What follows belongs to an exercise in optimizing a design on an open flow for a short achievable clock period and few clock cycles per item; a production flow would make more cautious choices.
RTL that was checked went through simulation tests only; none was proved equivalent to the original.
Only the layout flow was run in run 5; the RTL was not checked for function there.
No activity file was given, so power comes from the tool's default toggle rates.

`design.v`:
```
`default_nettype none
package switch_pkg;
	localparam int BYTE_W = 8;
	localparam int NUM_PORTS = 4;
	localparam int PORT_W = $clog2(NUM_PORTS);
	localparam logic [BYTE_W-1:0] DEV_ID_BASE = 8'h40;
	localparam logic [BYTE_W-1:0] NOP_DATA = '0;
	typedef struct packed {
		logic ctl;
		logic [BYTE_W-1:0] data;
	} flit_t;
	typedef logic [NUM_PORTS-1:0] port_sel_t;
	typedef enum logic [2:0] {
		op_none       = 3'b000,
		op_read       = 3'b001,
		op_write      = 3'b010,
		op_read_resp  = 3'b011,
		op_write_resp = 3'b100,
		op_message    = 3'b101
	} noc_op_e;
	typedef enum logic [1:0] {rt_wait_cmd, rt_wait_dest, rt_forward} route_state_e;
	typedef enum logic {fr_idle, fr_store} frame_state_e;
	typedef enum logic {sc_pick, sc_drain} sched_state_e;
	function automatic logic is_cmd(input logic [BYTE_W:0] f);
		is_cmd = f[BYTE_W] && (f[BYTE_W-1:0] != NOP_DATA);
	endfunction
	function automatic logic is_nop(input logic [BYTE_W:0] f);
		is_nop = f[BYTE_W] && (f[BYTE_W-1:0] == NOP_DATA);
	endfunction
endpackage
`default_nettype wire
`timescale 1ns/1ns
`default_nettype none
module flit_fifo #(
	parameter int DEPTH = 17
) (
	input wire logic to,
	input wire logic rst_n,
	input wire logic [switch_pkg::BYTE_W:0] wdata,
	input wire logic wlast,
	input wire logic adv,
	input wire logic rd,
	output logic [switch_pkg::BYTE_W:0] head,
	output logic head_last_nxt
);
	logic [DEPTH-1:0][switch_pkg::BYTE_W:0] mem;
	logic [DEPTH-1:0] last;
	logic [DEPTH-1:0] wr_ptr;
	logic [DEPTH-1:0] rd_ptr;
	logic [DEPTH:0] occ;
	logic [DEPTH-1:0] wr_q;
	logic [DEPTH-1:0] rd_q;
	logic [DEPTH:0] occ_q;
	assign wr_ptr = wr_q ^ DEPTH'(1);
	assign rd_ptr = rd_q ^ DEPTH'(1);
	assign occ = occ_q ^ (DEPTH+1)'(1);
	logic [switch_pkg::BYTE_W:0] mem_nxt;
	logic last_nxt;
	logic head_last;
	always_comb begin
		mem_nxt = '0;
		last_nxt = 1'b0;
		for (int i = 0; i < DEPTH; i++) begin
			mem_nxt = mem_nxt | (mem[i] & {(switch_pkg::BYTE_W+1){rd_ptr[(i+DEPTH-1)%DEPTH]}});
			last_nxt = last_nxt | (last[i] & rd_ptr[(i+DEPTH-1)%DEPTH]);
		end
	end
	assign head_last_nxt = rd ? (occ[1] ? wlast : last_nxt) : (occ[0] ? wlast : head_last);
	always_ff @(posedge to) begin
		for (int i = 0; i < DEPTH; i++) begin
			if (wr_ptr[i]) begin
				mem[i] <= wdata;
				last[i] <= wlast;
			end
		end
		head_last <= head_last_nxt;
		if (rd) begin
			head <= occ[1] ? wdata : mem_nxt;
		end else if (occ[0]) begin
			head <= wdata;
		end
	end
	always_ff @(posedge to or negedge rst_n) begin
		if (!rst_n) begin
			wr_q <= '0;
			rd_q <= '0;
			occ_q <= '0;
		end else begin
			if (adv) wr_q <= {wr_ptr[DEPTH-2:0], wr_ptr[DEPTH-1]} ^ DEPTH'(1);
			if (rd) rd_q <= {rd_ptr[DEPTH-2:0], rd_ptr[DEPTH-1]} ^ DEPTH'(1);
			if (adv && !rd) occ_q <= {occ[DEPTH-1:0], 1'b0} ^ (DEPTH+1)'(1);
			else if (!adv && rd) occ_q <= {1'b0, occ[DEPTH:1]} ^ (DEPTH+1)'(1);
		end
	end
endmodule
`default_nettype wire
`timescale 1ns/1ns
`default_nettype none
module resp_queue #(
	parameter int FIFO_DEPTH = 17,
	parameter int PKT_DEPTH = 9
) (
	input wire logic to,
	input wire logic rst_n,
	input wire logic dev_rx_ctl,
	input wire logic [switch_pkg::BYTE_W-1:0] dev_rx_data,
	input wire logic rd,
	input wire logic start,
	output logic [switch_pkg::BYTE_W:0] head,
	output logic head_last_nxt,
	output logic pkt_avail,
	output logic pkt_is_read
);
	logic in_pkt;
	logic rx_ctl_n;
	logic [switch_pkg::BYTE_W-1:0] rx_data;
	logic [switch_pkg::BYTE_W:0] rx_flit;
	logic rx_cmd;
	logic rx_nop;
	logic rx_nop_n;
	logic rx_read;
	logic acc;
	logic push;
	logic [PKT_DEPTH-1:0] pv;
	logic [PKT_DEPTH-1:0] pc;
	logic [PKT_DEPTH-1:0] sv;
	logic [PKT_DEPTH-1:0] sc;
	logic [PKT_DEPTH-1:0] wj;
	logic [PKT_DEPTH-1:0] v0;
	logic [PKT_DEPTH-1:0] c0;
	logic [PKT_DEPTH-1:0] v1;
	logic [PKT_DEPTH-1:0] c1;
	always_ff @(posedge to or negedge rst_n) begin
		if (!rst_n) begin
			rx_ctl_n <= 1'b0;
			rx_data <= switch_pkg::NOP_DATA;
			rx_cmd <= 1'b0;
			rx_nop_n <= 1'b0;
			rx_read <= 1'b0;
		end else begin
			rx_ctl_n <= !dev_rx_ctl;
			rx_data <= dev_rx_data;
			rx_cmd <= switch_pkg::is_cmd({dev_rx_ctl, dev_rx_data});
			rx_nop_n <= !switch_pkg::is_nop({dev_rx_ctl, dev_rx_data});
			rx_read <= (dev_rx_data[2:0] == switch_pkg::op_read_resp);
		end
	end
	assign rx_flit = {!rx_ctl_n, rx_data};
	assign rx_nop = !rx_nop_n;
	assign acc = in_pkt || rx_cmd;
	assign push = !in_pkt && rx_cmd;
	always_ff @(posedge to or negedge rst_n) begin
		if (!rst_n) begin
			in_pkt <= 1'b0;
		end else if (in_pkt) begin
			if (rx_nop) in_pkt <= 1'b0;
		end else if (rx_cmd) begin
			in_pkt <= 1'b1;
		end
	end
	flit_fifo #(
		.DEPTH (FIFO_DEPTH)
	) i_flit_fifo (
		.to         (to),
		.rst_n      (rst_n),
		.wdata      (rx_flit),
		.wlast      (rx_nop),
		.adv        (acc),
		.rd         (rd),
		.head       (head),
		.head_last_nxt (head_last_nxt)
	);
	always_comb begin
		for (int j = 0; j < PKT_DEPTH; j++) begin
			v0[j] = pv[j] || (push && !pv[j] && ((j == 0) ? 1'b1 : pv[(j+PKT_DEPTH-1)%PKT_DEPTH]));
			c0[j] = (push && !pv[j] && ((j == 0) ? 1'b1 : pv[(j+PKT_DEPTH-1)%PKT_DEPTH])) ? rx_read : pc[j];
			sv[j] = (j == PKT_DEPTH-1) ? 1'b0 : pv[(j+1)%PKT_DEPTH];
			sc[j] = (j == PKT_DEPTH-1) ? 1'b0 : pc[(j+1)%PKT_DEPTH];
		end
		for (int j = 0; j < PKT_DEPTH; j++) begin
			wj[j] = push && !sv[j] && ((j == 0) ? 1'b1 : sv[(j+PKT_DEPTH-1)%PKT_DEPTH]);
			v1[j] = sv[j] || wj[j];
			c1[j] = wj[j] ? rx_read : sc[j];
		end
	end
	always_ff @(posedge to or negedge rst_n) begin
		if (!rst_n) begin
			pv <= '0;
			pc <= '0;
		end else begin
			pv <= start ? v1 : v0;
			pc <= start ? c1 : c0;
		end
	end
	assign pkt_avail = pv[0];
	assign pkt_is_read = pc[0];
endmodule
`default_nettype wire
`timescale 1ns/1ns
`default_nettype none
module rr_arbiter (
	input wire switch_pkg::port_sel_t req,
	input wire switch_pkg::port_sel_t ptr,
	output switch_pkg::port_sel_t grant
);
	for (genvar i = 0; i < 4; i++) begin : g_port
		assign grant[i] = req[i] && (
			ptr[i] ||
			(ptr[(i+3)%4] && !req[(i+3)%4]) ||
			(ptr[(i+2)%4] && !req[(i+2)%4] && !req[(i+3)%4]) ||
			(ptr[(i+1)%4] && !req[(i+1)%4] && !req[(i+2)%4] && !req[(i+3)%4]));
	end
endmodule
`default_nettype wire
`timescale 1ns/1ns
`default_nettype none
module resp_scheduler (
	input wire logic to,
	input wire logic rst_n,
	input wire switch_pkg::port_sel_t pkt_avail,
	input wire switch_pkg::port_sel_t pkt_is_read,
	input wire logic [switch_pkg::NUM_PORTS-1:0][switch_pkg::BYTE_W:0] head,
	input wire switch_pkg::port_sel_t head_last_nxt,
	output switch_pkg::port_sel_t rd,
	output switch_pkg::port_sel_t start,
	output logic noc_from_dev_ctl,
	output logic [switch_pkg::BYTE_W-1:0] noc_from_dev_data
);
	localparam int NP = switch_pkg::NUM_PORTS;
	switch_pkg::port_sel_t sel;
	switch_pkg::port_sel_t sel_nxt;
	logic busy;
	switch_pkg::port_sel_t nx;
	logic nx_read;
	switch_pkg::port_sel_t ptr_hi;
	switch_pkg::port_sel_t ptr_lo;
	switch_pkg::port_sel_t ptr_hi_q;
	switch_pkg::port_sel_t ptr_lo_q;
	logic fin_n;
	switch_pkg::port_sel_t req_hi;
	switch_pkg::port_sel_t req_lo;
	switch_pkg::port_sel_t grant_hi;
	switch_pkg::port_sel_t grant_lo;
	switch_pkg::port_sel_t pick;
	logic any_hi;
	logic fin;
	logic fin_nxt;
	logic [switch_pkg::BYTE_W:0] cur;
	logic out_ctl_n;
	assign req_hi = pkt_avail & pkt_is_read;
	assign req_lo = pkt_avail & ~pkt_is_read;
	assign any_hi = |req_hi;
	rr_arbiter i_arb_hi (
		.req   (req_hi),
		.ptr   (ptr_hi),
		.grant (grant_hi)
	);
	rr_arbiter i_arb_lo (
		.req   (req_lo),
		.ptr   (ptr_lo),
		.grant (grant_lo)
	);
	assign pick = any_hi ? grant_hi : grant_lo;
	always_comb begin
		cur = '0;
		for (int k = 0; k < NP; k++) begin
			cur = cur | (head[k] & {(switch_pkg::BYTE_W+1){sel[k]}});
		end
	end
	assign ptr_hi = ptr_hi_q ^ switch_pkg::port_sel_t'(1);
	assign ptr_lo = ptr_lo_q ^ switch_pkg::port_sel_t'(1);
	assign fin = !fin_n;
	assign fin_nxt = fin ? (!(|nx) || (|(nx & head_last_nxt))) : (|(sel & head_last_nxt));
	assign rd = sel;
	assign sel_nxt = fin ? nx : sel;
	assign start = fin ? nx : '0;
	always_ff @(posedge to or negedge rst_n) begin
		if (!rst_n) begin
			sel <= '0;
			busy <= 1'b0;
			fin_n <= 1'b0;
			nx <= '0;
			nx_read <= 1'b0;
			ptr_hi_q <= '0;
			ptr_lo_q <= '0;
			out_ctl_n <= 1'b0;
			noc_from_dev_data <= switch_pkg::NOP_DATA;
		end else begin
			nx <= pick;
			nx_read <= any_hi;
			sel <= sel_nxt;
			busy <= |sel_nxt;
			fin_n <= !fin_nxt;
			if (fin && (|nx)) begin
				if (nx_read) ptr_hi_q <= {nx[NP-2:0], nx[NP-1]} ^ switch_pkg::port_sel_t'(1);
				else ptr_lo_q <= {nx[NP-2:0], nx[NP-1]} ^ switch_pkg::port_sel_t'(1);
			end
			out_ctl_n <= busy && !cur[switch_pkg::BYTE_W];
			noc_from_dev_data <= cur[switch_pkg::BYTE_W-1:0];
		end
	end
	assign noc_from_dev_ctl = !out_ctl_n;
endmodule
`default_nettype wire
`timescale 1ns/1ns
`default_nettype none
module dest_router (
	input wire logic to,
	input wire logic rst_n,
	input wire logic noc_to_dev_ctl,
	input wire logic [switch_pkg::BYTE_W-1:0] noc_to_dev_data,
	output logic [switch_pkg::NUM_PORTS-1:0] dev_tx_ctl,
	output logic [switch_pkg::NUM_PORTS-1:0][switch_pkg::BYTE_W-1:0] dev_tx_data
);
	logic st_cmd;
	logic st_cmd_n;
	logic st_dest;
	logic st_fwd;
	switch_pkg::port_sel_t sel;
	switch_pkg::port_sel_t sel_nxt;
	switch_pkg::port_sel_t dest_dec;
	logic [switch_pkg::BYTE_W:0] in_flit;
	logic [switch_pkg::BYTE_W:0] dly1;
	logic in_cmd;
	logic in_nop;
	logic take_dest;
	logic clear;
	switch_pkg::port_sel_t tx_ctl_n;
	assign in_flit = {noc_to_dev_ctl, noc_to_dev_data};
	assign st_cmd = !st_cmd_n;
	assign in_cmd = switch_pkg::is_cmd(in_flit);
	assign in_nop = switch_pkg::is_nop(in_flit);
	always_comb begin
		for (int k = 0; k < switch_pkg::NUM_PORTS; k++) begin
			dest_dec[k] = (noc_to_dev_data == switch_pkg::DEV_ID_BASE + switch_pkg::BYTE_W'(k));
		end
	end
	assign take_dest = st_dest && !noc_to_dev_ctl;
	assign clear = !st_dest && in_cmd;
	assign sel_nxt = take_dest ? dest_dec : (clear ? '0 : sel);
	always_ff @(posedge to or negedge rst_n) begin
		if (!rst_n) begin
			st_cmd_n <= 1'b0;
			st_dest <= 1'b0;
			st_fwd <= 1'b0;
			sel <= '0;
		end else begin
			st_cmd_n <= !((st_cmd && !in_cmd) || ((st_dest || st_fwd) && in_nop));
			st_dest <= (st_dest && noc_to_dev_ctl && !in_nop) || clear;
			st_fwd <= take_dest || (st_fwd && !noc_to_dev_ctl);
			sel <= sel_nxt;
		end
	end
	always_ff @(posedge to) begin
		dly1 <= in_flit;
	end
	always_ff @(posedge to or negedge rst_n) begin
		if (!rst_n) begin
			tx_ctl_n <= '0;
			dev_tx_data <= '0;
		end else begin
			for (int k = 0; k < switch_pkg::NUM_PORTS; k++) begin
				if (take_dest) begin
					tx_ctl_n[k] <= dest_dec[k] && !dly1[switch_pkg::BYTE_W];
					dev_tx_data[k] <= dest_dec[k] ? dly1[switch_pkg::BYTE_W-1:0] : switch_pkg::NOP_DATA;
				end else if (clear) begin
					tx_ctl_n[k] <= 1'b0;
					dev_tx_data[k] <= switch_pkg::NOP_DATA;
				end else begin
					tx_ctl_n[k] <= sel[k] && !dly1[switch_pkg::BYTE_W];
					dev_tx_data[k] <= sel[k] ? dly1[switch_pkg::BYTE_W-1:0] : switch_pkg::NOP_DATA;
				end
			end
		end
	end
	assign dev_tx_ctl = ~tx_ctl_n;
endmodule
`default_nettype wire
`timescale 1ns/1ns
`default_nettype none
module switch_top #(
	parameter int FIFO_DEPTH = 17
) (
	input wire logic to,
	input wire logic rst_n,
	input wire logic noc_to_dev_ctl,
	input wire logic [switch_pkg::BYTE_W-1:0] noc_to_dev_data,
	output logic [switch_pkg::NUM_PORTS-1:0] dev_tx_ctl,
	output logic [switch_pkg::NUM_PORTS-1:0][switch_pkg::BYTE_W-1:0] dev_tx_data,
	input wire logic [switch_pkg::NUM_PORTS-1:0] dev_rx_ctl,
	input wire logic [switch_pkg::NUM_PORTS-1:0][switch_pkg::BYTE_W-1:0] dev_rx_data,
	output logic noc_from_dev_ctl,
	output logic [switch_pkg::BYTE_W-1:0] noc_from_dev_data
);
	localparam int NP = switch_pkg::NUM_PORTS;
	switch_pkg::port_sel_t pkt_avail;
	switch_pkg::port_sel_t pkt_is_read;
	switch_pkg::port_sel_t rd;
	switch_pkg::port_sel_t start;
	logic [NP-1:0][switch_pkg::BYTE_W:0] head;
	switch_pkg::port_sel_t head_last_nxt;
	dest_router i_dest_router (
		.to              (to),
		.rst_n           (rst_n),
		.noc_to_dev_ctl  (noc_to_dev_ctl),
		.noc_to_dev_data (noc_to_dev_data),
		.dev_tx_ctl      (dev_tx_ctl),
		.dev_tx_data     (dev_tx_data)
	);
	for (genvar k = 0; k < NP; k++) begin : g_queue
		resp_queue #(
			.FIFO_DEPTH (FIFO_DEPTH)
		) i_resp_queue (
			.to          (to),
			.rst_n       (rst_n),
			.dev_rx_ctl  (dev_rx_ctl[k]),
			.dev_rx_data (dev_rx_data[k]),
			.rd          (rd[k]),
			.start       (start[k]),
			.head        (head[k]),
			.head_last_nxt (head_last_nxt[k]),
			.pkt_avail   (pkt_avail[k]),
			.pkt_is_read (pkt_is_read[k])
		);
	end
	resp_scheduler i_resp_scheduler (
		.to                (to),
		.rst_n             (rst_n),
		.pkt_avail         (pkt_avail),
		.pkt_is_read       (pkt_is_read),
		.head              (head),
		.head_last_nxt     (head_last_nxt),
		.rd                (rd),
		.start             (start),
		.noc_from_dev_ctl  (noc_from_dev_ctl),
		.noc_from_dev_data (noc_from_dev_data)
	);
endmodule
`default_nettype wire
```
`flow/run.sh`:
```
#!/bin/bash
# standard layout, with the port input buffers swapped for plain buffers after placement
set -euo pipefail
here=$(pwd)
res=$here/orfs/results/$FLOW_PLATFORM/switch_top/base
bash standard.sh place > std_place.log 2>&1
RES=$res openroad -no_init -exit flow/fix_inputs.tcl > fix_inputs.log 2>&1
bash standard.sh finish > std_finish.log 2>&1
```
`flow/fix_inputs.tcl`:
```
# port input buffers come out of buffer_ports as delay cells, which the later
# repairs leave alone; give them a plain buffer of the same function
read_db $::env(RES)/3_place.odb
set db [ord::get_db]
set block [ord::get_db_block]
set buf [$db findMaster sky130_fd_sc_hd__buf_4]
set n 0
foreach inst [$block getInsts] {
  set m [[$inst getMaster] getName]
  if {[string match "sky130_fd_sc_hd__clkdlybuf4s*" $m] && [string match "input*" [$inst getName]]} {
    $inst swapMaster $buf
    incr n
  }
}
puts "swapped $n input buffers"
detailed_placement
check_placement -verbose
write_db $::env(RES)/3_place.odb
```
`standard.sh`:
```
#!/bin/bash
# synth_recipe.tcl (not shown) runs the flow's synth.tcl, then flattens the netlist and writes it again
# the make line also repeats each setting of config.mk as NAME=value (left out here)
make -C /OpenROAD-flow-scripts/flow DESIGN_CONFIG=/design/flow/config.mk WORK_HOME=/design/flow/orfs CLKGATE_MAP_FILE= SYNTH_SCRIPT=/design/flow/synth_recipe.tcl "${@:-finish}"
```
`config.mk`:
```
export PLATFORM = sky130hd
export DESIGN_NAME = switch_top
export DESIGN_NICKNAME = switch_top
export VERILOG_FILES = /design/flow/design.v
export SDC_FILE = /design/flow/constraint.sdc
export NUM_CORES = 4
export LEC_CHECK = 0
export ABC_CLOCK_PERIOD_IN_PS = 2000
export CAP_MARGIN = 20
export CORE_MARGIN = 2
export CORE_UTILIZATION = 40
export CTS_CLUSTER_DIAMETER = 100
export CTS_CLUSTER_SIZE = 30
export SETUP_SLACK_MARGIN = 2.4
export SLEW_MARGIN = 20
export TNS_END_PERCENT = 100
```
`constraint.sdc`:
```
create_clock -name core_clock -period 4.5 [get_ports {to}]
set_input_delay 0.9000 -clock core_clock [delete_from_list [all_inputs] [get_ports {to}]]
set_output_delay 0.9000 -clock core_clock [all_outputs]
set_load 0.01 [all_outputs]
```
==> summary.txt, run 1 <==
Synth
  • Synth top area cells: edfxtp_1 (51%), dfrtp_1 (24%), a22oi_1 (4.0%)
  • Top-area cell type share of the netlist area: 51.4%
  • Most frequent cells after synthesis: edfxtp_1 (716), dfrtp_1 (401), a22oi_1 (220)
  • Asr flop ratio synth: 35.5%
  • Sequential fraction of the synthesis area: 76.1%
  • Mapped Cells: 2,619
  • Synth area leader: edfxtp_1
  • Average size of a mapped cell: 16.0 µm²
  • Synth Net Count: 2,670
  • Post-synth EDFFs: 716
  • Synth warnings: 4
  • Most numerous cell in the Yosys netlist: edfxtp_1
  • Post-synthesis cell type count: 57
  • Mapped Area: 0.0418 mm²
  • Synthesized flop and latch total: 1,130
  • Top_reg_cell synth: edfxtp_1

Layout
  • Synthesis-to-finish area growth: 9.21%
  • Fillcell total: 9,132
  • Layout net count: 2,720
  • Register area: 0.0319 mm²
  • Layout cells sized above 1: 15.3%
  • Area of the multi-input gates: 0.00935 mm²
  • Design area: 0.0456 mm²
  • Antenna Diode Count: 0

Clock network
  • CTS buffer count: 43
  • Clk root buf: clkbuf_16
  • CTS tree: done
  • Clock latency on the worst-skew pair: 660 ps
  • Clk buf depth: 3
  • Reg clk slew, reported paths: 110 ps
  • Clk sink count: 1,130
  • Hold buffers post-CTS: 0
  • H-tree depth: 2

GRT
  • Vias in the first global route: 22,651
  • Largest net degree at the start of global routing: 114
  • Initial antenna violation count: 1
  • Total gr overflow: 0
  • Total track usage: 18.4%
  • Global-route wire length before repair: 149 mm

Die
  • Die area: 0.107 mm²
  • Row count: 118
  • Die Y: 327 µm
  • Placeable Area: 0.104 mm²
  • Overall die width: 327 µm
  • I/O pins: 92
  • Starting Density: 40.3%

STA
  • Fmax: 473 MHz
  • Final slew viol count: 0
  • RSZ-0062 raised after global routing: yes
  • Endpoints failing hold: 0
  • Setup TNS: 0 ps
  • Final setup viols: 0
  • Fin crit share: 47.0%
  • Pin slew with the least headroom to its limit: 914 ps
  • Post-Route Skew: 43.3 ps
  • Tmin final: 2120 ps
  • Final setup margin: 2380 ps
  • Worst slew margin: 39.0%

Setup path
  • RR Startpoint: g_queue[1].i_resp_queue.i_flit_fifo.rd_q[11]$_DFFE_PN0P_
  • Required @ worst endpoint: 3600 ps
  • Worst reg-to-reg path cell count: 6
  • R2r setup slk: 2460 ps
  • Max Fanout on Critical Path: 1
  • CP Capture Type: output pin
  • Worst r2r dst: i_resp_scheduler.fin_n$_DFF_PN0_
  • Crit path launch type: flip-flop
  • Critical Path AT: 1220 ps
  • Type of the worst setup path: flip-flop to output pin

Placement
  • DP HPWL: 61.4 mm
  • GP Congestion: 0.814
  • DP Worst Slack: 1640 ps
  • Dpl cell area: 0.0441 mm²
  • Port buffer count: 91

Detailed routing
  • # DRC: 0
  • WL per Instance: 24.5 µm
  • DRT antenna net count: 0
  • First-iteration detailed-routing DRC count: 2,639
  • Via density: 5.70
  • Routed vias: 23,291
  • 1st-pass router iterations: 6
  • Routed wire length: 100 mm

Pwr
  • Pwr/cell area: 592 mW/mm²
  • P_leak: 17.0 nW
  • Total power: 27.0 mW
  • Peak supply drop: 0.307 mV

Worst hold path
  • Hold crit path type: input port to async pin

Flow run
  • Max Cap Viol: 0

Outcome
  • Status: finished clean
[sequential cells by signal (all words and copies together), names as in the netlist, 8 cells and up]
signal                                  cells
i_dest_router.dev_tx_data                  32
g_queue.i_resp_queue.pv                    36
g_queue.i_resp_queue.rx_data               32
i_resp_scheduler.noc_from_dev_data          8
g_queue.i_resp_queue.pc                    36
g_queue.i_resp_queue.i_flit_fifo.head      36
g_queue.i_resp_queue.i_flit_fifo.wr_q      68
g_queue.i_resp_queue.i_flit_fifo.last      68
g_queue.i_resp_queue.i_flit_fifo.rd_q      68
g_queue.i_resp_queue.i_flit_fifo.mem      612
i_dest_router.dly1                          9
g_queue.i_resp_queue.i_flit_fifo.occ_q     72
[layout by cell type (no fill, tap or decap), drive strengths merged, types with 2 or more instances in the layout]
master / netlist / routed
o21bai: 2 / 2
a21o: 6 / 6
mux2: 132 / 132
edfxtp: 716 / 716
a22o: 45 / 45
buf: 18 / 138
nor2b: 44 / 46
dfrtp: 401 / 401
mux2i: 123 / 123
or2: 5 / 5
a221oi: 36 / 36
clkinv: 3 / 4
nand4: 38 / 38
nand3: 39 / 39
ha: 4 / 4
a31oi: 2 / 2
a211oi: 3 / 3
o21ai: 81 / 81
or4: 2 / 2
nor3b: 34 / 34
inv: 78 / 79
a221o: 3 / 3
nand2b: 6 / 6
o22ai: 4 / 4
dfxtp: 13 / 13
a21oi: 71 / 71
clkbuf: 117 / 76
a311oi: 2 / 2
nand2: 142 / 142
a21boi: 3 / 3
a22oi: 221 / 221
a32oi: 2 / 2
nor3: 9 / 9
o2111ai: 9 / 9
nor2: 119 / 119
nor4: 12 / 12
a222oi: 64 / 64
[critical path, stage by stage (launching register included)]
cell and delay, ps:
dfrtp_1 400, inv_1 60, buf_2 120
[routing by layer]
layer / GRT usage, % / wire length [µm] / up-vias
met1: 27.2 / 44400 / 12208
met5: 0 / 0 / -
li1: - / - / 10183
met2: 29.5 / 47300 / 820
met3: 2.25 / 6760 / 80
met4: 3.52 / 1570 / 0
[cells by family after synthesis]
family	share of synthesized area [%]
flops	76.1
compound gates	10.0
simple gates	5.28
mux	6.53
buf+inv	1.98
fa+ha+maj	0.120
[worst max path at each step]
stage	start	end	slack, ps	depth (start not counted)
global route	i_resp_scheduler.out_ctl_n$_DFF_PN0_	noc_from_dev_ctl	2310	2
detailed placement	noc_to_dev_data[5]	i_dest_router.dev_tx_data[8]$_DFF_PN0_	1640	7
CTS	i_resp_scheduler.out_ctl_n$_DFF_PN0_	noc_from_dev_ctl	2190	2
global placement	noc_to_dev_data[2]	i_dest_router.dev_tx_data[8]$_DFF_PN0_	1730	7
floorplan	noc_to_dev_data[2]	i_dest_router.dev_tx_data[16]$_DFF_PN0_	2260	6
finish	i_resp_scheduler.out_ctl_n$_DFF_PN0_	noc_from_dev_ctl	2380	2
[through the flow]
| stage | hold WS [ps] | cells | utilization, % |
|---|---|---|---|
| floorplan | 434 | 2619 | - |
| global placement | 453 | 3977 | 42.6 |
| detailed placement | 464 | 3977 | 42.6 |
| CTS | 253 | 4060 | 43.7 |
| global route | 279 | 4083 | 44.0 |
| finish | 254 | 4083 | 44.0 |
[what timing repair did]
action | CTS | global route
pin swaps | 0 | 6
gates resized for setup | 234 | 50
setup endpoints to repair | 148 | 114
endpoints found under the hold margin | 0 | 0
setup buffers | 4 | 21
cloned | 0 | 2
[where the power goes]
group / total, mW / switching [mW] / internal [mW]
combinational: 5.42 / 3.08 / 2.33
sequential: 16.7 / 2.90 / 13.8
clock: 4.91 / 3.04 / 1.88
[final cells by class]
type / count / share of cell area, %
sequential: 1130 / 69.8
multi-input combinational: 1275 / 20.5
tap: 1380 / 3.78
clock buffer: 76 / 2.65
timing repair buffer: 138 / 2.50
inverter: 81 / 0.677
clock inverter: 3 / 0.0905
Testbench counts, summed over its fixed seeds: cycles 7,595, items 1,536.
==> run 2, diff against run 1 <==
--- a/config.mk
+++ b/config.mk
@@ -9,8 +9,6 @@
 export CAP_MARGIN = 20
 export CORE_MARGIN = 2
 export CORE_UTILIZATION = 40
-export CTS_CLUSTER_DIAMETER = 100
-export CTS_CLUSTER_SIZE = 30
 export SETUP_SLACK_MARGIN = 2.4
 export SLEW_MARGIN = 20
 export TNS_END_PERCENT = 100
==> summary.txt, run 2 <==
Outcome
  • Status: finished clean (unchanged)

Setup path
  • Worst r2r dst: i_resp_scheduler.fin_n$_DFF_PN0_ (unchanged)
  • R2r setup slk: 2460 ps (about the same)
  • RR Startpoint: g_queue[2].i_resp_queue.i_flit_fifo.rd_q[4]$_DFFE_PN0P_ (was g_queue[1].i_resp_queue.i_flit_fifo.rd_q[11]$_DFFE_PN0P_)
  • Required @ worst endpoint: 3600 ps (about the same)
  • Critical Path AT: 1380 ps (was 1220 ps)
  • Type of the worst setup path: flip-flop to output pin (unchanged)
  • Max Fanout on Critical Path: 1 (unchanged)
  • Worst reg-to-reg path cell count: 6 (unchanged)
  • CP Capture Type: output pin (unchanged)
  • Crit path launch type: flip-flop (unchanged)

Clock network
  • Hold buffers post-CTS: 0 (unchanged)
  • Clock latency on the worst-skew pair: 690 ps (was 660 ps)
  • CTS buffer count: 112 (was 43)
  • CTS tree: done (unchanged)
  • Clk root buf: clkbuf_16 (unchanged)
  • H-tree depth: 3 (was 2)
  • Clk sink count: 1,130 (unchanged)
  • Reg clk slew, reported paths: 60 ps (was 110 ps)
  • Clk buf depth: 3 (unchanged)

STA
  • Worst slew margin: 42.0% (was 39.0%)
  • Final slew viol count: 0 (unchanged)
  • Post-Route Skew: 38.9 ps (was 43.3 ps)
  • Endpoints failing hold: 0 (unchanged)
  • Worst hold margin: 235 ps (was 254 ps)
  • Fin crit share: 50.6% (was 47.0%)
  • Setup TNS: 0 ps (unchanged)
  • Pin slew with the least headroom to its limit: 870 ps (was 914 ps)
  • RSZ-0062 raised after global routing: yes (unchanged)
  • Final setup viols: 0 (unchanged)
  • Tmin final: 2280 ps (was 2120 ps)
  • Fmax: 439 MHz (was 473 MHz)

Die
  • Row count: 118 (unchanged)
  • Die area: 0.107 mm² (unchanged)
  • I/O pins: 92 (unchanged)
  • Die Y: 327 µm (unchanged)
  • Overall die width: 327 µm (unchanged)
  • Placeable Area: 0.104 mm² (unchanged)
  • Starting Density: 40.3% (unchanged)

GRT
  • Global-route wire length before repair: 152 mm (was 149 mm)
  • Largest net degree at the start of global routing: 114 (unchanged)
  • Vias in the first global route: 23,564 (was 22,651)
  • Initial antenna violation count: 0 (was 1)
  • Total track usage: 18.8% (was 18.4%)
  • Total gr overflow: 0 (unchanged)

Synth
  • Post-synthesis cell type count: 57 (unchanged)
  • Asr flop ratio synth: 35.5% (unchanged)
  • Synth Net Count: 2,670 (unchanged)
  • Post-synth EDFFs: 716 (unchanged)
  • Synthesized flop and latch total: 1,130 (unchanged)
  • Top-area cell type share of the netlist area: 51.4% (unchanged)
  • Top_reg_cell synth: edfxtp_1 (unchanged)
  • Synth top area cells: edfxtp_1 (51%), dfrtp_1 (24%), a22oi_1 (4.0%) (unchanged)
  • Synth warnings: 4 (unchanged)
  • Mapped Area: 0.0418 mm² (unchanged)
  • Sequential fraction of the synthesis area: 76.1% (unchanged)
  • Average size of a mapped cell: 16.0 µm² (unchanged)
  • Mapped Cells: 2,619 (unchanged)
  • Most numerous cell in the Yosys netlist: edfxtp_1 (unchanged)
  • Most frequent cells after synthesis: edfxtp_1 (716), dfrtp_1 (401), a22oi_1 (220) (unchanged)
  • Synth area leader: edfxtp_1 (unchanged)

Detailed routing
  • WL per Instance: 24.2 µm (was 24.5 µm)
  • # DRC: 0 (unchanged)
  • First-iteration detailed-routing DRC count: 2,908 (was 2,639)
  • Routed vias: 23,890 (was 23,291)
  • Routed wire length: 102 mm (was 100 mm)
  • DRT antenna net count: 0 (unchanged)
  • 1st-pass router iterations: 8 (was 6)
  • Via density: 5.67 (was 5.70)

Layout
  • Commonest non-fill, non-tap cell in the layout: edfxtp_1 (unchanged)
  • Biggest registers after layout: g_queue.i_resp_queue.i_flit_fifo.mem x612, g_queue.i_resp_queue.i_flit_fifo.occ_q x72 (unchanged)
  • Synthesis-to-finish area growth: 15.0% (was 9.21%)
  • Fillcell total: 8,888 (was 9,132)
  • Most frequent cells in the layout: edfxtp_1 (716), dfrtp_1 (351), a22oi_1 (220) (was edfxtp_1 (716), dfrtp_1 (359), a22oi_1 (220))
  • Max FFs per register: 612 (unchanged)
  • Antenna Diode Count: 0 (unchanged)
  • Largest reg by FF count: g_queue.i_resp_queue.i_flit_fifo.mem (unchanged)
  • Layout cells sized above 1: 19.2% (was 15.3%)
  • Layout net count: 2,784 (was 2,720)

Placement
  • DP HPWL: 61.4 mm (unchanged)
  • GP Congestion: 0.814 (unchanged)
  • Port buffer count: 91 (unchanged)

Pwr
  • Peak supply drop: 0.388 mV (was 0.307 mV)
  • Pwr/cell area: 653 mW/mm² (was 592 mW/mm²)
  • P_leak: 18.2 nW (was 17.0 nW)
  • Total power: 31.4 mW (was 27.0 mW)

Worst hold path
  • Hold crit path type: input port to async pin (unchanged)

Flow run
  • Max Cap Viol: 0 (unchanged)
run 2: timing repair:
action / 4_1_cts / 5_1_grt
cloned: 0 / 2
setup endpoints to repair: 147 / 119
hold endpoints to repair: 0 / 0
pin swaps: 2 / 11
setup buffers: 8 / 12
resized for setup: 241 / 49
run 2: critical path: stages (launching register included):
cell,delay [ps]
dfrtp_1,390
inv_1,60
clkdlybuf4s15_1,230
run 2: cells by family (layout without fill, tap and decap cells):
family                   after synthesis  count (layout)  share of synthesized area (%)
AO/OA/AOI/OAI                        561             561                           10.0
multiplexers                         255             255                           6.53
adder cells (fa/ha/maj)                4               4                          0.120
AND/OR/NAND/NOR                      453             455                           5.28
buffers and inverters                216             427                           1.98
flip-flops                          1130            1130                           76.1
run 2: through the flow:
| stage | utilization [%] | std cells | setup WS, ps | cell area (µm²) |
|---|---|---|---|---|
| after floorplan | - | 2619 | 2260 | 41800 |
| after global placement | 42.6 | 3977 | 1730 | 44100 |
| after detailed placement | 42.6 | 3977 | 1640 | 44100 |
| after CTS | 46.1 | 4198 | 2150 | 47800 |
| after global routing | 46.4 | 4212 | 2160 | 48100 |
| final | 46.4 | 4212 | 2220 | 48100 |
run 2: where the power goes:
| group | switching (mW) | internal (mW) | leakage [nW] | total, mW |
|---|---|---|---|---|
| registers | 2.87 | 13.8 | 11.9 | 16.7 |
| logic | 3.14 | 2.30 | 4.53 | 5.44 |
| clock network | 3.89 | 5.35 | 1.82 | 9.24 |
run 2: final cells by class:
type | instances | area [µm²] | share of cell area [%]
clock inverters | 50 | 479 | 0.997
multi-input cells | 1275 | 9350 | 19.5
flip-flops and latches | 1130 | 31900 | 66.3
clock buffers | 163 | 3240 | 6.74
repair buffers | 133 | 1100 | 2.29
inverters | 81 | 308 | 0.640
well taps | 1380 | 1730 | 3.59
run 2: worst max-delay path by stage:
stage                                                    start                                 endpoint  slack (ps)
after global placement                      noc_to_dev_data[2]   i_dest_router.dev_tx_data[8]$_DFF_PN0_        1730
after CTS                 i_resp_scheduler.out_ctl_n$_DFF_PN0_                         noc_from_dev_ctl        2150
after detailed placement                    noc_to_dev_data[5]   i_dest_router.dev_tx_data[8]$_DFF_PN0_        1640
final                     i_resp_scheduler.out_ctl_n$_DFF_PN0_                         noc_from_dev_ctl        2220
after floorplan                             noc_to_dev_data[2]  i_dest_router.dev_tx_data[16]$_DFF_PN0_        2260
after global routing      i_resp_scheduler.out_ctl_n$_DFF_PN0_                         noc_from_dev_ctl        2160
run 2: layer usage:
layer | track usage, % | routed length, µm | vias to the layer above
met4 | 5.16 | 2230 | 0
li1 | - | - | 10380
met2 | 29.5 | 47800 | 946
met1 | 26.9 | 44300 | 12423
met3 | 3.78 | 7780 | 141
met5 | 0 | 0 | -
==> run 3, diff against run 2 <==
==> flow/run.sh (replaced) <==
#!/bin/bash
# standard layout with plain buffers on the ports (buffer_ports would pick delay cells,
# which the later repairs leave alone)
set -euo pipefail
here=$(pwd)
res=$here/orfs/results/$FLOW_PLATFORM/switch_top/base
export BUFFER_PORTS_ARGS="-buffer_cell sky130_fd_sc_hd__buf_4"
bash standard.sh place > std_place.log 2>&1
RES=$res openroad -no_init -exit flow/fix_ports.tcl > fix_ports.log 2>&1
bash standard.sh finish > std_finish.log 2>&1
==> flow/fix_ports.tcl (new file) <==
# any port buffer still a delay cell gets a plain buffer of the same function
read_db $::env(RES)/3_place.odb
set db [ord::get_db]
set block [ord::get_db_block]
set buf [$db findMaster sky130_fd_sc_hd__buf_4]
set n 0
foreach inst [$block getInsts] {
  set m [[$inst getMaster] getName]
  if {[string match "sky130_fd_sc_hd__clkdlybuf4s*" $m] && ([string match "input*" [$inst getName]] || [string match "output*" [$inst getName]])} {
    $inst swapMaster $buf
    incr n
  }
}
puts "swapped $n port buffers"
detailed_placement
check_placement -verbose
write_db $::env(RES)/3_place.odb
--- a/config.mk
+++ b/config.mk
@@ -9,6 +9,8 @@
 export CAP_MARGIN = 20
 export CORE_MARGIN = 2
 export CORE_UTILIZATION = 40
+export CTS_CLUSTER_DIAMETER = 80
+export CTS_CLUSTER_SIZE = 22
 export SETUP_SLACK_MARGIN = 2.4
 export SLEW_MARGIN = 20
 export TNS_END_PERCENT = 100
removed: flow/fix_inputs.tcl
==> summary.txt, run 3 <==
Outcome
  • Status: finished clean (unchanged)

Layout
  • Layout net count: 2,710 (was 2,784)
  • Most frequent cells in the layout: edfxtp_1 (716), dfrtp_1 (377), a22oi_1 (220) (was edfxtp_1 (716), dfrtp_1 (351), a22oi_1 (220))
  • Layout cells sized above 1: 14.4% (was 19.2%)
  • Synthesis-to-finish area growth: 10.1% (was 15.0%)
  • Antenna Diode Count: 0 (unchanged)
  • Largest reg by FF count: g_queue.i_resp_queue.i_flit_fifo.mem (unchanged)
  • Util after Layout: 44.4% (was 46.4%)
  • Design area: 0.0460 mm² (was 0.0481 mm²)
  • Biggest registers after layout: g_queue.i_resp_queue.i_flit_fifo.mem x612, g_queue.i_resp_queue.i_flit_fifo.occ_q x72 (unchanged)
  • Commonest non-fill, non-tap cell in the layout: edfxtp_1 (unchanged)
  • Fillcell total: 9,085 (was 8,888)
  • Max FFs per register: 612 (unchanged)

Synth
  • Most frequent cells after synthesis: edfxtp_1 (716), dfrtp_1 (401), a22oi_1 (220) (unchanged)
  • Area share of fa/ha/maj cells after synthesis: 0.120% (unchanged)
  • Sequential fraction of the synthesis area: 76.1% (unchanged)
  • Post-synth EDFFs: 716 (unchanged)
  • Top-area cell type share of the netlist area: 51.4% (unchanged)
  • Mapped Area: 0.0418 mm² (unchanged)
  • Asr flop ratio synth: 35.5% (unchanged)
  • Synth warnings: 4 (unchanged)
  • Synth Net Count: 2,670 (unchanged)
  • Mapped Cells: 2,619 (unchanged)
  • Post-synthesis cell type count: 57 (unchanged)
  • Most numerous cell in the Yosys netlist: edfxtp_1 (unchanged)
  • Synth Area in Compound Gates: 10.0% (unchanged)
  • Synth top area cells: edfxtp_1 (51%), dfrtp_1 (24%), a22oi_1 (4.0%) (unchanged)
  • Largest family of logic cells by synthesized area: compound AO/OA/AOI/OAI gates (unchanged)
  • Synthesized flop and latch total: 1,130 (unchanged)
  • Average size of a mapped cell: 16.0 µm² (unchanged)
  • Post-Synth Simple-Gate Area: 5.28% (unchanged)
  • Top_reg_cell synth: edfxtp_1 (unchanged)
  • Synth area leader: edfxtp_1 (unchanged)
  • Mux share of post-synthesis cell area: 6.53% (unchanged)
  • XOR/XNOR share of the synthesized area: 0% (unchanged)

Clock network
  • H-tree depth: 2 (was 3)
  • Clk sink count: 1,130 (unchanged)
  • Clk root buf: clkbuf_16 (unchanged)
  • Reg clk slew, reported paths: 90 ps (was 60 ps)
  • Hold buffers post-CTS: 0 (unchanged)
  • CTS tree: done (unchanged)
  • CTS buffer count: 59 (was 112)
  • Clock latency on the worst-skew pair: 680 ps (was 690 ps)
  • Clk buf depth: 3 (unchanged)

Setup path
  • Max Fanout on Critical Path: 12 (was 1)
  • Critical path's slowest cell: dfrtp_2 (was dfrtp_1)
  • Critical Path AT: 2780 ps (was 1380 ps)
  • CP max stage delay: 540 ps (was 390 ps)
  • R2r setup slk: 2340 ps (was 2460 ps)
  • CP Capture Type: flip-flop (was output pin)
  • Most frequent CP cell: a22o_1
  • Required @ worst endpoint: 5130 ps (was 3600 ps)
  • CP cell instances: a22o_1 > a221o_1 > nor4_4 > o22ai_1 > a221oi_2 > a22o_1 (was inv_1 > clkdlybuf4s15_1)
  • Crit path launch type: flip-flop (unchanged)
  • Type of the worst setup path: flip-flop to flip-flop (was flip-flop to output pin)

GRT
  • Largest net degree at the start of global routing: 99 (was 114)
  • Global-route wire length before repair: 151 mm (was 152 mm)
  • Total gr overflow: 0 (unchanged)
  • Total track usage: 18.5% (was 18.8%)
  • Vias in the first global route: 23,475 (was 23,564)
  • Initial antenna violation count: 1 (was 0)

Detailed routing
  • Routed vias: 23,357 (was 23,890)
  • Routed wire length: 100 mm (was 102 mm)
  • DRT antenna net count: 0 (unchanged)
  • # DRC: 0 (unchanged)
  • 1st-pass router iterations: 9 (was 8)
  • WL per Instance: 24.5 µm (was 24.2 µm)
  • First-iteration detailed-routing DRC count: 2,770 (was 2,908)
  • Via density: 5.71 (was 5.67)

Pwr
  • Pwr/cell area: 605 mW/mm² (was 653 mW/mm²)
  • P_leak: 17.2 nW (was 18.2 nW)
  • Peak supply drop: 0.312 mV (was 0.388 mV)

Die
  • Overall die width: 327 µm (unchanged)
  • Placeable Area: 0.104 mm² (unchanged)
  • I/O pins: 92 (unchanged)
  • Starting Density: 40.3% (unchanged)
  • Die area: 0.107 mm² (unchanged)
  • Die Y: 327 µm (unchanged)
  • Row count: 118 (unchanged)

Placement
  • DP HPWL: 62.0 mm (was 61.4 mm)
  • Dpl cell area: 0.0439 mm² (was 0.0441 mm²)
  • GP Congestion: 0.832 (was 0.814)
  • DP Worst Slack: 1940 ps (was 1640 ps)
  • Port buffer count: 91 (unchanged)

STA
  • Fin crit share: 47.9% (was 50.6%)
  • Pin slew with the least headroom to its limit: 1120 ps (was 870 ps)
  • Endpoints failing hold: 0 (unchanged)
  • Final setup viols: 0 (unchanged)
  • Tmin final: 2160 ps (was 2280 ps)
  • RSZ-0062 raised after global routing: yes (unchanged)
  • Final slew viol count: 0 (unchanged)
  • Setup TNS: 0 ps (unchanged)
  • Post-Route Skew: 44.6 ps (was 38.9 ps)
  • Worst slew margin: 24.7% (was 42.0%)
  • Final setup margin: 2340 ps (was 2220 ps)
  • Fmax: 464 MHz (was 439 MHz)

Worst hold path
  • Hold crit path type: input port to async pin (unchanged)

Flow run
  • Max Cap Viol: 0 (unchanged)
==> run 3: critical path: cells and delay by family (launching register included) <==
family / cells / cell delay [ps]
AOI/OAI and AO/OA: 5 / 1190
DFF: 1 / 540
and+or+nand+nor: 1 / 370
==> run 3: cell families (layout without fill, tap and decap cells) <==
kind of cell / Yosys count / count (layout)
and+or+nand+nor: 453 / 454
muxes: 255 / 255
AOI/OAI and AO/OA: 561 / 561
buffers and inverters: 216 / 305
adders and majority gates: 4 / 4
DFF: 1130 / 1130
==> run 3: stage by stage <==
step	cells	power, mW	hold slack (ps)
finish	4089	27.8	168
global route	4089	29.1	212
CTS	4087	27.9	221
detailed placement	3976	22.0	472
global placement	3976	21.8	450
floorplan	2619	19.1	434
==> run 3: cell type report <==
class / instances / area (µm²) / area share [%]
Timing Repair Buffer: 113 / 1060 / 2.30
Sequential cell: 1130 / 31800 / 69.2
Inverter: 81 / 308 / 0.669
Clock inverter: 9 / 129 / 0.280
Tap cell: 1380 / 1730 / 3.75
Multi-Input combinational cell: 1274 / 9310 / 20.2
Clock buffer: 102 / 1660 / 3.61
==> run 3: report_power, final <==
part	internal, mW	leakage (nW)	total [mW]	switching [mW]
registers	13.8	11.9	16.8	2.97
logic	2.23	4.43	5.18	2.95
clock network	2.61	0.846	5.86	3.26
total	18.6	17.2	27.8	9.18
==> run 3: final timing paths <==
| check | startpoint | endpoint | cells past startpoint |
|---|---|---|---|
| max | g_queue[2].i_resp_queue.i_flit_fifo.rd_q[4]$_DFFE_PN0P_ | i_resp_scheduler.fin_n$_DFF_PN0_ | 6 |
| min | rst_n | g_queue[2].i_resp_queue.i_flit_fifo.occ_q[10]$_DFFE_PN0P_ | 1 |
| max reg2reg | g_queue[2].i_resp_queue.i_flit_fifo.rd_q[4]$_DFFE_PN0P_ | i_resp_scheduler.fin_n$_DFF_PN0_ | 6 |
| min reg2reg | g_queue[0].i_resp_queue.i_flit_fifo.wr_q[0]$_DFFE_PN0N_ | g_queue[0].i_resp_queue.i_flit_fifo.wr_q[1]$_DFFE_PN0N_ | 1 |
| max in group asynchronous | rst_n | g_queue[0].i_resp_queue.i_flit_fifo.occ_q[9]$_DFFE_PN0P_ | 2 |
| min in group core_clock | dev_rx_data[4] | g_queue[0].i_resp_queue.rx_data[4]$_DFF_PN0_ | 1 |
==> run 3: routing by layer <==
| metal | up-vias | wire (µm) | GRT usage [%] |
|---|---|---|---|
| li1 | 10176 | - | - |
| met3 | 120 | 7170 | 2.81 |
| met2 | 886 | 47200 | 29.4 |
| met4 | 2 | 1760 | 3.70 |
| met5 | - | 13 | 0 |
| met1 | 12173 | 43900 | 27.2 |
==> run 3: what timing repair did <==
item / CTS / global route
buffers inserted: 0 / 0
gates resized for setup: 61 / 30
hold endpoints to repair: 0 / 0
gates cloned: 0 / 1
endpoints found under the setup margin: 139 / 121
==> run 4, diff against run 3 <==
--- a/config.mk
+++ b/config.mk
@@ -9,8 +9,6 @@
 export CAP_MARGIN = 20
 export CORE_MARGIN = 2
 export CORE_UTILIZATION = 40
-export CTS_CLUSTER_DIAMETER = 80
-export CTS_CLUSTER_SIZE = 22
 export SETUP_SLACK_MARGIN = 2.4
 export SLEW_MARGIN = 20
 export TNS_END_PERCENT = 100
==> summary.txt, run 4 <==
Detailed routing
  • Via density: 5.67 (was 5.71)
  • Routed wire length: 102 mm (was 100 mm)
  • First-iteration detailed-routing DRC count: 2,587 (was 2,770)
  • Routed vias: 23,867 (was 23,357)
  • 1st-pass router iterations: 7 (was 9)
  • WL per Instance: 24.2 µm (was 24.5 µm)
  • DRT antenna net count: 0 (unchanged)
  • # DRC: 0 (unchanged)

Clock network
  • Reg clk slew, reported paths: 60 ps (was 90 ps)
  • CTS tree: done (unchanged)
  • Clk root buf: clkbuf_16 (unchanged)
  • Clk sink count: 1,130 (unchanged)
  • CTS buffer count: 110 (was 59)
  • Clk buf depth: 3 (unchanged)
  • H-tree depth: 3 (was 2)
  • Clock latency on the worst-skew pair: 690 ps (was 680 ps)

Setup path
  • Worst reg-to-reg path cell count: 6 (unchanged)
  • CP cell instances: inv_2 > buf_6 (was a22o_1 > a221o_1 > nor4_4 > o22ai_1 > a221oi_2 > a22o_1)
  • R2r setup slk: 2450 ps (was 2340 ps)
  • Critical Path AT: 1220 ps (was 2780 ps)
  • Required @ worst endpoint: 3600 ps (was 5130 ps)
  • Max Fanout on Critical Path: 1 (was 12)
  • CP Capture Type: output pin (was flip-flop)
  • RR Startpoint: g_queue[2].i_resp_queue.i_flit_fifo.rd_q[5]$_DFFE_PN0P_ (was g_queue[2].i_resp_queue.i_flit_fifo.rd_q[4]$_DFFE_PN0P_)
  • Worst r2r dst: i_resp_scheduler.fin_n$_DFF_PN0_ (unchanged)
  • CP max stage delay: 370 ps (was 540 ps)
  • Crit path launch type: flip-flop (unchanged)
  • Critical path's slowest cell: dfrtp_1 (was dfrtp_2)
  • Type of the worst setup path: flip-flop to output pin (was flip-flop to flip-flop)

GRT
  • Total gr overflow: 0 (unchanged)
  • Initial antenna violation count: 1 (unchanged)
  • Largest net degree at the start of global routing: 99 (unchanged)
  • Vias in the first global route: 23,834 (was 23,475)
  • Global-route wire length before repair: 153 mm (was 151 mm)
  • Total track usage: 18.8% (was 18.5%)

Synth
  • Synth top area cells: edfxtp_1 (51%), dfrtp_1 (24%), a22oi_1 (4.0%) (unchanged)
  • Synth Net Count: 2,670 (unchanged)
  • Average size of a mapped cell: 16.0 µm² (unchanged)
  • Synthesized flop and latch total: 1,130 (unchanged)
  • Mapped Cells: 2,619 (unchanged)
  • Synth area leader: edfxtp_1 (unchanged)
  • Synth warnings: 4 (unchanged)
  • Most numerous cell in the Yosys netlist: edfxtp_1 (unchanged)
  • Post-synth EDFFs: 716 (unchanged)
  • Top_reg_cell synth: edfxtp_1 (unchanged)
  • Post-synthesis cell type count: 57 (unchanged)
  • Mapped Area: 0.0418 mm² (unchanged)
  • Most frequent cells after synthesis: edfxtp_1 (716), dfrtp_1 (401), a22oi_1 (220) (unchanged)
  • Sequential fraction of the synthesis area: 76.1% (unchanged)
  • Asr flop ratio synth: 35.5% (unchanged)
  • Top-area cell type share of the netlist area: 51.4% (unchanged)

Pwr
  • Pwr/cell area: 650 mW/mm² (was 605 mW/mm²)
  • Peak supply drop: 0.400 mV (was 0.312 mV)
  • P_leak: 18.2 nW (was 17.2 nW)

Die
  • Overall die width: 327 µm (unchanged)
  • Die Y: 327 µm (unchanged)
  • Starting Density: 40.3% (unchanged)
  • Placeable Area: 0.104 mm² (unchanged)
  • Die area: 0.107 mm² (unchanged)
  • I/O pins: 92 (unchanged)
  • Row count: 118 (unchanged)

STA
  • Setup TNS: 0 ps (unchanged)
  • RSZ-0062 raised after global routing: yes (unchanged)
  • Endpoints failing hold: 0 (unchanged)
  • Fmax: 472 MHz (was 464 MHz)
  • Pin slew with the least headroom to its limit: 1040 ps (was 1120 ps)
  • Final setup viols: 0 (unchanged)
  • Tmin final: 2120 ps (was 2160 ps)
  • Final slew viol count: 0 (unchanged)
  • Fin crit share: 47.0% (was 47.9%)
  • Worst hold margin: 181 ps (was 168 ps)
  • Post-Route Skew: 38.6 ps (was 44.6 ps)
  • Worst slew margin: 30.1% (was 24.7%)

Placement
  • GP Congestion: 0.832 (unchanged)
  • DP HPWL: 62.0 mm (unchanged)
  • Port buffer count: 91 (unchanged)

Layout
  • Layout cells sized above 1: 18.6% (was 14.4%)
  • Commonest non-fill, non-tap cell in the layout: edfxtp_1 (unchanged)
  • Fillcell total: 8,894 (was 9,085)
  • Synthesis-to-finish area growth: 15.0% (was 10.1%)
  • Biggest registers after layout: g_queue.i_resp_queue.i_flit_fifo.mem x612, g_queue.i_resp_queue.i_flit_fifo.occ_q x72 (unchanged)
  • Most frequent cells in the layout: edfxtp_1 (716), dfrtp_1 (357), a22oi_1 (220) (was edfxtp_1 (716), dfrtp_1 (377), a22oi_1 (220))
  • Max FFs per register: 612 (unchanged)
  • Layout net count: 2,781 (was 2,710)
  • Largest reg by FF count: g_queue.i_resp_queue.i_flit_fifo.mem (unchanged)

Flow run
  • Max Cap Viol: 0 (unchanged)

Worst hold path
  • Hold crit path type: input port to async pin (unchanged)

Outcome
  • Status: finished clean (unchanged)
run 4: critical path: cells and delay by family, from the launching register on:
family / cells / cell delay [ps]
buf+inv: 2 / 150
flops: 1 / 370
run 4: kinds of logic after synthesis:
group | count (synthesis) | share of synthesized area [%]
compound gates | 561 | 10.0
fa+ha+maj | 4 | 0.120
buf+inv | 216 | 1.98
flops | 1130 | 76.1
mux | 255 | 6.53
simple gates | 453 | 5.28
run 4: how the worst max path moves through the flow:
stage                                    startpoint                                       to  slack, ps  cells after the start
2_1_floorplan                    noc_to_dev_data[2]  i_dest_router.dev_tx_data[16]$_DFF_PN0_       2260                      6
3_3_place_gp                     noc_to_dev_data[2]  i_dest_router.dev_tx_data[16]$_DFF_PN0_       2060                      7
3_5_place_dp                     noc_to_dev_data[2]  i_dest_router.dev_tx_data[23]$_DFF_PN0_       1940                      7
4_1_cts        i_resp_scheduler.out_ctl_n$_DFF_PN0_                         noc_from_dev_ctl       2340                      2
5_1_grt         i_dest_router.tx_ctl_n[2]$_DFF_PN0_                            dev_tx_ctl[2]       2320                      2
6_report       i_resp_scheduler.out_ctl_n$_DFF_PN0_                         noc_from_dev_ctl       2380                      2
run 4: layout make-up:
class / count / area (µm²) / share of cell area [%]
sequential: 1130 / 31900 / 66.3
antenna: 1 / 2.50 / 0.00521
clock inverter: 51 / 539 / 1.12
multi-input combinational: 1274 / 9340 / 19.4
clock buffer: 157 / 3080 / 6.41
tap: 1380 / 1730 / 3.59
inverter: 81 / 305 / 0.635
timing repair buffer: 133 / 1210 / 2.52
run 4: through the flow:
stage | worst slack (ps) | std cells | utilization, % | power, mW | area (µm²)
final | 2380 | 4207 | 46.4 | 31.2 | 48100
after global routing | 2320 | 4206 | 46.4 | 32.6 | 48100
after CTS | 2340 | 4185 | 46.1 | 31.3 | 47800
after detailed placement | 1940 | 3976 | 42.4 | 22.0 | 43900
after global placement | 2060 | 3976 | 42.4 | 21.8 | 43900
after floorplan | 2260 | 2619 | - | 19.1 | 41800
run 4: routing by layer:
metal	part of all wire (%)	up-vias	track usage [%]
li1	-	10404	-
met1	43	12324	27.2
met2	47	970	29.5
met3	7.6	167	3.34
met4	2.4	2	5.07
met5	0.011	-	0
run 4: where the power goes:
part | switching [mW] | leakage (nW) | internal, mW | total, mW
registers | 2.93 | 11.9 | 13.8 | 16.8
logic | 3.04 | 4.55 | 2.29 | 5.34
clock network | 3.89 | 1.74 | 5.24 | 9.12
total | 9.86 | 18.2 | 21.4 | 31.2
run 4: timing repair:
item | CTS | global route
endpoints found under the setup margin | 137 | 120
hold buffers | 0 | 0
cloned | 0 | 1
buffers inserted | 1 | 19
gates resized for setup | 75 | 44
pin swaps | 0 | 4
==> run 5, diff against run 4 <==
--- a/design.v
+++ b/design.v
@@ -45,49 +45,31 @@
 );
 	logic [DEPTH-1:0][switch_pkg::BYTE_W:0] mem;
 	logic [DEPTH-1:0] last;
-	logic [DEPTH-1:0] wr_ptr;
-	logic [DEPTH-1:0] rd_ptr;
 	logic [DEPTH:0] occ;
-	logic [DEPTH-1:0] wr_q;
-	logic [DEPTH-1:0] rd_q;
 	logic [DEPTH:0] occ_q;
-	assign wr_ptr = wr_q ^ DEPTH'(1);
-	assign rd_ptr = rd_q ^ DEPTH'(1);
 	assign occ = occ_q ^ (DEPTH+1)'(1);
-	logic [switch_pkg::BYTE_W:0] mem_nxt;
-	logic last_nxt;
-	logic head_last;
-	always_comb begin
-		mem_nxt = '0;
-		last_nxt = 1'b0;
-		for (int i = 0; i < DEPTH; i++) begin
-			mem_nxt = mem_nxt | (mem[i] & {(switch_pkg::BYTE_W+1){rd_ptr[(i+DEPTH-1)%DEPTH]}});
-			last_nxt = last_nxt | (last[i] & rd_ptr[(i+DEPTH-1)%DEPTH]);
-		end
-	end
-	assign head_last_nxt = rd ? (occ[1] ? wlast : last_nxt) : (occ[0] ? wlast : head_last);
+	assign head = mem[0];
+	assign head_last_nxt = rd ? (occ[1] ? wlast : last[1]) : (occ[0] ? wlast : last[0]);
 	always_ff @(posedge to) begin
 		for (int i = 0; i < DEPTH; i++) begin
-			if (wr_ptr[i]) begin
+			if (rd) begin
+				if (i == DEPTH-1 || occ[(i+1)%(DEPTH+1)]) begin
+					mem[i] <= wdata;
+					last[i] <= wlast;
+				end else begin
+					mem[i] <= mem[(i+1)%DEPTH];
+					last[i] <= last[(i+1)%DEPTH];
+				end
+			end else if (occ[i]) begin
 				mem[i] <= wdata;
 				last[i] <= wlast;
 			end
 		end
-		head_last <= head_last_nxt;
-		if (rd) begin
-			head <= occ[1] ? wdata : mem_nxt;
-		end else if (occ[0]) begin
-			head <= wdata;
-		end
 	end
 	always_ff @(posedge to or negedge rst_n) begin
 		if (!rst_n) begin
-			wr_q <= '0;
-			rd_q <= '0;
 			occ_q <= '0;
 		end else begin
-			if (adv) wr_q <= {wr_ptr[DEPTH-2:0], wr_ptr[DEPTH-1]} ^ DEPTH'(1);
-			if (rd) rd_q <= {rd_ptr[DEPTH-2:0], rd_ptr[DEPTH-1]} ^ DEPTH'(1);
 			if (adv && !rd) occ_q <= {occ[DEPTH-1:0], 1'b0} ^ (DEPTH+1)'(1);
 			else if (!adv && rd) occ_q <= {1'b0, occ[DEPTH:1]} ^ (DEPTH+1)'(1);
 		end
==> summary.txt, run 5 <==
Detailed routing
  • DRT antenna net count: 0 (unchanged)
  • Routed vias: 24,199 (was 23,867)
  • 1st-pass router iterations: 7 (unchanged)
  • Routed wire length: 76.8 mm (was 102 mm)
  • Via density: 5.09 (was 5.67)
  • WL per Instance: 16.1 µm (was 24.2 µm)
  • First-iteration detailed-routing DRC count: 1,035 (was 2,587)
  • # DRC: 0 (unchanged)

Pwr
  • Pwr/cell area: 763 mW/mm² (was 650 mW/mm²)
  • P_leak: 18.2 nW (about the same)
  • Internal power: 23.1 mW (was 21.4 mW)
  • Net Switching: 11.2 mW (was 9.86 mW)
  • Peak supply drop: 0.443 mV (was 0.400 mV)
  • Sw Ratio: 32.7% (was 31.6%)
  • Flop pwr share: 43.2% (was 53.7%)
  • Combinational power share: 31.5% (was 17.1%)
  • Part of the power in the clock network: 25.3% (was 29.2%)

Die
  • I/O pins: 92 (unchanged)
  • Overall die width: 320 µm (was 327 µm)
  • Row count: 115 (was 118)
  • Placeable Area: 0.0986 mm² (was 0.104 mm²)
  • Starting Density: 40.4% (was 40.3%)
  • Die Y: 320 µm (was 327 µm)
  • Die area: 0.102 mm² (was 0.107 mm²)

GRT
  • Vias in the first global route: 24,404 (was 23,834)
  • Largest net degree at the start of global routing: 144 (was 99)
  • Total gr overflow: 0 (unchanged)
  • Initial antenna violation count: 0 (was 1)
  • Global-route wire length before repair: 129 mm (was 153 mm)
  • Total track usage: 15.0% (was 18.8%)

Flow run
  • Max Cap Viol: 0 (unchanged)

Placement
  • Port buffer count: 91 (unchanged)
  • Dpl cell area: 0.0411 mm² (was 0.0439 mm²)
  • GP Congestion: 0.790 (was 0.832)
  • DP HPWL: 49.1 mm (was 62.0 mm)
  • DP Worst Slack: 1870 ps (was 1940 ps)

Clock network
  • Clock latency on the worst-skew pair: 650 ps (was 690 ps)
  • Clk root buf: clkbuf_16 (unchanged)
  • Hold buffers post-CTS: 0 (unchanged)
  • H-tree depth: 3 (unchanged)
  • CTS tree: done (unchanged)
  • CTS buffer count: 102 (was 110)
  • Clk sink count: 954 (was 1,130)
  • Reg clk slew, reported paths: 60 ps (about the same)
  • Clk buf depth: 3 (unchanged)

STA
  • Endpoints failing hold: 0 (unchanged)
  • Setup TNS: 0 ps (unchanged)
  • Worst hold margin: 210 ps (was 181 ps)
  • Worst slew margin: 31.1% (was 30.1%)
  • Tmin final: 2170 ps (was 2120 ps)
  • Fin crit share: 48.2% (was 47.0%)
  • Pin slew with the least headroom to its limit: 1030 ps (was 1040 ps)
  • Fmax: 461 MHz (was 472 MHz)
  • RSZ-0062 raised after global routing: yes (unchanged)
  • Post-Route Skew: 22.0 ps (was 38.6 ps)
  • Final slew viol count: 0 (unchanged)
  • Final setup viols: 0 (unchanged)
  • Final setup margin: 2330 ps (was 2380 ps)

Synth
  • Asr flop ratio synth: 27.8% (was 35.5%)
  • Mapped Area: 0.0399 mm² (was 0.0418 mm²)
  • Most frequent cells after synthesis: mux2i_1 (1,119), dfxtp_1 (653), dfrtp_1 (265) (was edfxtp_1 (716), dfrtp_1 (401), a22oi_1 (220))
  • Most numerous cell in the Yosys netlist: mux2i_1 (was edfxtp_1)
  • XOR/XNOR share of the synthesized area: 0% (unchanged)
  • Top_reg_cell synth: dfxtp_1 (was edfxtp_1)
  • Largest family of logic cells by synthesized area: multiplexers (was compound AO/OA/AOI/OAI gates)
  • Synth Net Count: 3,550 (was 2,670)
  • Synth top area cells: dfxtp_1 (33%), mux2i_1 (28%), dfrtp_1 (17%) (was edfxtp_1 (51%), dfrtp_1 (24%), a22oi_1 (4.0%))
  • Post-Synth Simple-Gate Area: 6.41% (was 5.28%)
  • Post-synth EDFFs: 36 (was 716)
  • Average size of a mapped cell: 11.4 µm² (was 16.0 µm²)
  • Synth warnings: 4 (unchanged)
  • Synth Area in Compound Gates: 6.30% (was 10.0%)
  • Synth area leader: dfxtp_1 (was edfxtp_1)
  • Top-area cell type share of the netlist area: 32.8% (was 51.4%)
  • Post-synthesis cell type count: 54 (was 57)
  • Sequential fraction of the synthesis area: 52.1% (was 76.1%)
  • Mux share of post-synthesis cell area: 31.2% (was 6.53%)
  • Mapped Cells: 3,499 (was 2,619)
  • Area share of fa/ha/maj cells after synthesis: 0.126% (was 0.120%)
  • Synthesized flop and latch total: 954 (was 1,130)

Layout
  • Commonest non-fill, non-tap cell in the layout: mux2i_1 (was edfxtp_1)
  • Layout net count: 3,432 (was 2,781)
  • Biggest registers after layout: g_queue.i_resp_queue.i_flit_fifo.mem x612, g_queue.i_resp_queue.i_flit_fifo.occ_q x72, g_queue.i_resp_queue.i_flit_fifo.last x68 (was g_queue.i_resp_queue.i_flit_fifo.mem x612, g_queue.i_resp_queue.i_flit_fifo.occ_q x72)
  • Design area: 0.0449 mm² (was 0.0481 mm²)
  • Synthesis-to-finish area growth: 12.6% (was 15.0%)
  • Max FFs per register: 612 (unchanged)
  • Largest reg by FF count: g_queue.i_resp_queue.i_flit_fifo.mem (unchanged)
  • Most frequent cells in the layout: mux2i_1 (1,119), dfxtp_1 (653), dfrtp_1 (257) (was edfxtp_1 (716), dfrtp_1 (357), a22oi_1 (220))
  • Antenna Diode Count: 0 (was 1)
  • Layout cells sized above 1: 12.2% (was 18.6%)

Setup path
  • Type of the worst setup path: flip-flop to output pin (unchanged)
  • CP delay by family, top: flip-flops (unchanged)
  • Critical Path AT: 1270 ps (was 1220 ps)
  • Crit path launch type: flip-flop (unchanged)
  • CP bufs+invs: 2 (unchanged)
  • Required @ worst endpoint: 3600 ps (about the same)
  • CP cell instances: inv_2 > buf_6 (unchanged)
  • CP max stage delay: 440 ps (was 370 ps)
  • Critical path's slowest cell: dfrtp_1 (unchanged)
  • Max Fanout on Critical Path: 1 (unchanged)
  • CP Capture Type: output pin (unchanged)

Worst hold path
  • Hold crit path type: input port to async pin (unchanged)

Outcome
  • Status: finished clean (unchanged)
-- run 5: worst register-to-register path, stage by stage, from the launching register on --
cell and delay [ps]:
dfrtp_4 650, inv_6 230, buf_8 300, a21oi_1 100
a21o_1 180, a222oi_1 290, o2bb2ai_1 150
-- run 5: path summary, 6_finish.rpt --
| kind | startpoint | endpoint | slack, ps | cells past startpoint |
|---|---|---|---|---|
| worst max-delay path | i_resp_scheduler.out_ctl_n$_DFF_PN0_ | noc_from_dev_ctl | 2330 | 2 |
| worst min-delay path | rst_n | i_dest_router.dev_tx_data[1]$_DFF_PN0_ | 210 | 1 |
| worst max register to register | i_resp_scheduler.sel[0]$_DFF_PN0_ | i_resp_scheduler.fin_n$_DFF_PN0_ | 2510 | 6 |
| worst min register to register | g_queue[3].i_resp_queue.i_flit_fifo.mem[152]$_DFF_P_ | g_queue[3].i_resp_queue.i_flit_fifo.mem[152]$_DFF_P_ | 450 | 2 |
| max in group asynchronous | rst_n | i_resp_scheduler.sel[1]$_DFF_PN0_ | 3250 | 2 |
| min in group core_clock | dev_rx_data[30] | g_queue[3].i_resp_queue.rx_data[6]$_DFF_PN0_ | 360 | 1 |
-- run 5: layout make-up --
cell class / instances / area, µm²
clock inverters: 53 / 671
inverters: 60 / 231
well taps: 1287 / 1610
repair buffers: 112 / 1100
flip-flops and latches: 954 / 20800
fillers: 9069 / 53700
clock buffers: 139 / 2830
multi-input cells: 2151 / 17600
-- run 5: metal layers --
metal / global-route usage [%] / part of all wire, % / vias up
met4: 3.55 / 1.6 / 0
met1: 20.2 / 48 / 11717
met2: 24.9 / 47 / 261
met3: 2.70 / 3.5 / 94
li1: - / - / 12127
met5: 0 / 0 / -
-- run 5: timing repair --
| action | in CTS | in global routing |
|---|---|---|
| gates resized for setup | 56 | 23 |
| pin swaps | 0 | 1 |
| endpoints found under the setup margin | 155 | 147 |
| setup buffers | 0 | 2 |
| gates cloned | 0 | 1 |
| endpoints found under the hold margin | 0 | 0 |
-- run 5: metrics by stage --
stage,total power [mW],instances,util [%]
6_report,34.3,4756,45.5
3_5_place_dp,25.8,4561,41.7
2_1_floorplan,23.4,3499,-
3_3_place_gp,25.5,4561,41.7
4_1_cts,34.6,4753,45.4
5_1_grt,36.7,4756,45.5
-- run 5: cells by family (layout without fill, tap and decap cells) --
kind of cell / after synthesis / after routing
mux: 1228 / 1228
flops: 954 / 954
simple gates: 527 / 528
buf+inv: 395 / 364
compound gates: 391 / 391
fa+ha+maj: 4 / 4
-- run 5: power by group through the flow --
| stage | registers, mW | logic (mW) | clock network (mW) |
|---|---|---|---|
| floorplan | 13.3 | 10.2 | 0 |
| CTS | 14.8 | 10.9 | 8.91 |
| finish | 14.8 | 10.8 | 8.66 |
| global route | 15.3 | 12.2 | 9.29 |
| global placement | 14.9 | 10.5 | 0 |
| detailed placement | 15.0 | 10.8 | 0 |

what the ideal ports hide:
Ports are ideal in the flow. The routed layouts listed here were re-timed in OpenROAD. Step 1 assumes that a clkbuf_16 drives the clock port and a buf_2 every other input. Step 2 adds t to the input delays and takes it off the output delays; t is the mean of the earliest and latest rising clock arrival at the registers after step 1. Input paths then give back, and output paths get back, about the clock's delay inside the block. Three values: ideal, step 1, step 2; two values: the first two.
| run | shift t [ns] | slack for setup (ns) | worst setup path after step 2 |
|---|---|---|---|
| run 1 | 0.703 | 2.384 / 2.318 / 1.966 | input to register |
| run 2 | 0.748 | 2.223 / 2.150 / 1.956 | input to register |
| run 3 | 0.728 | 2.344 / 2.320 / 1.949 | input to register |
| run 4 | 0.744 | 2.383 / 2.312 / 1.932 | input to register |
| run 5 | 0.704 | 2.333 / 2.268 / 1.977 | input to register |
After both steps setup and hold are still met in every run listed. For run 4, which loses most, drivers alone change the setup slack by -0.071 ns; drivers and shift together by -0.451 ns.
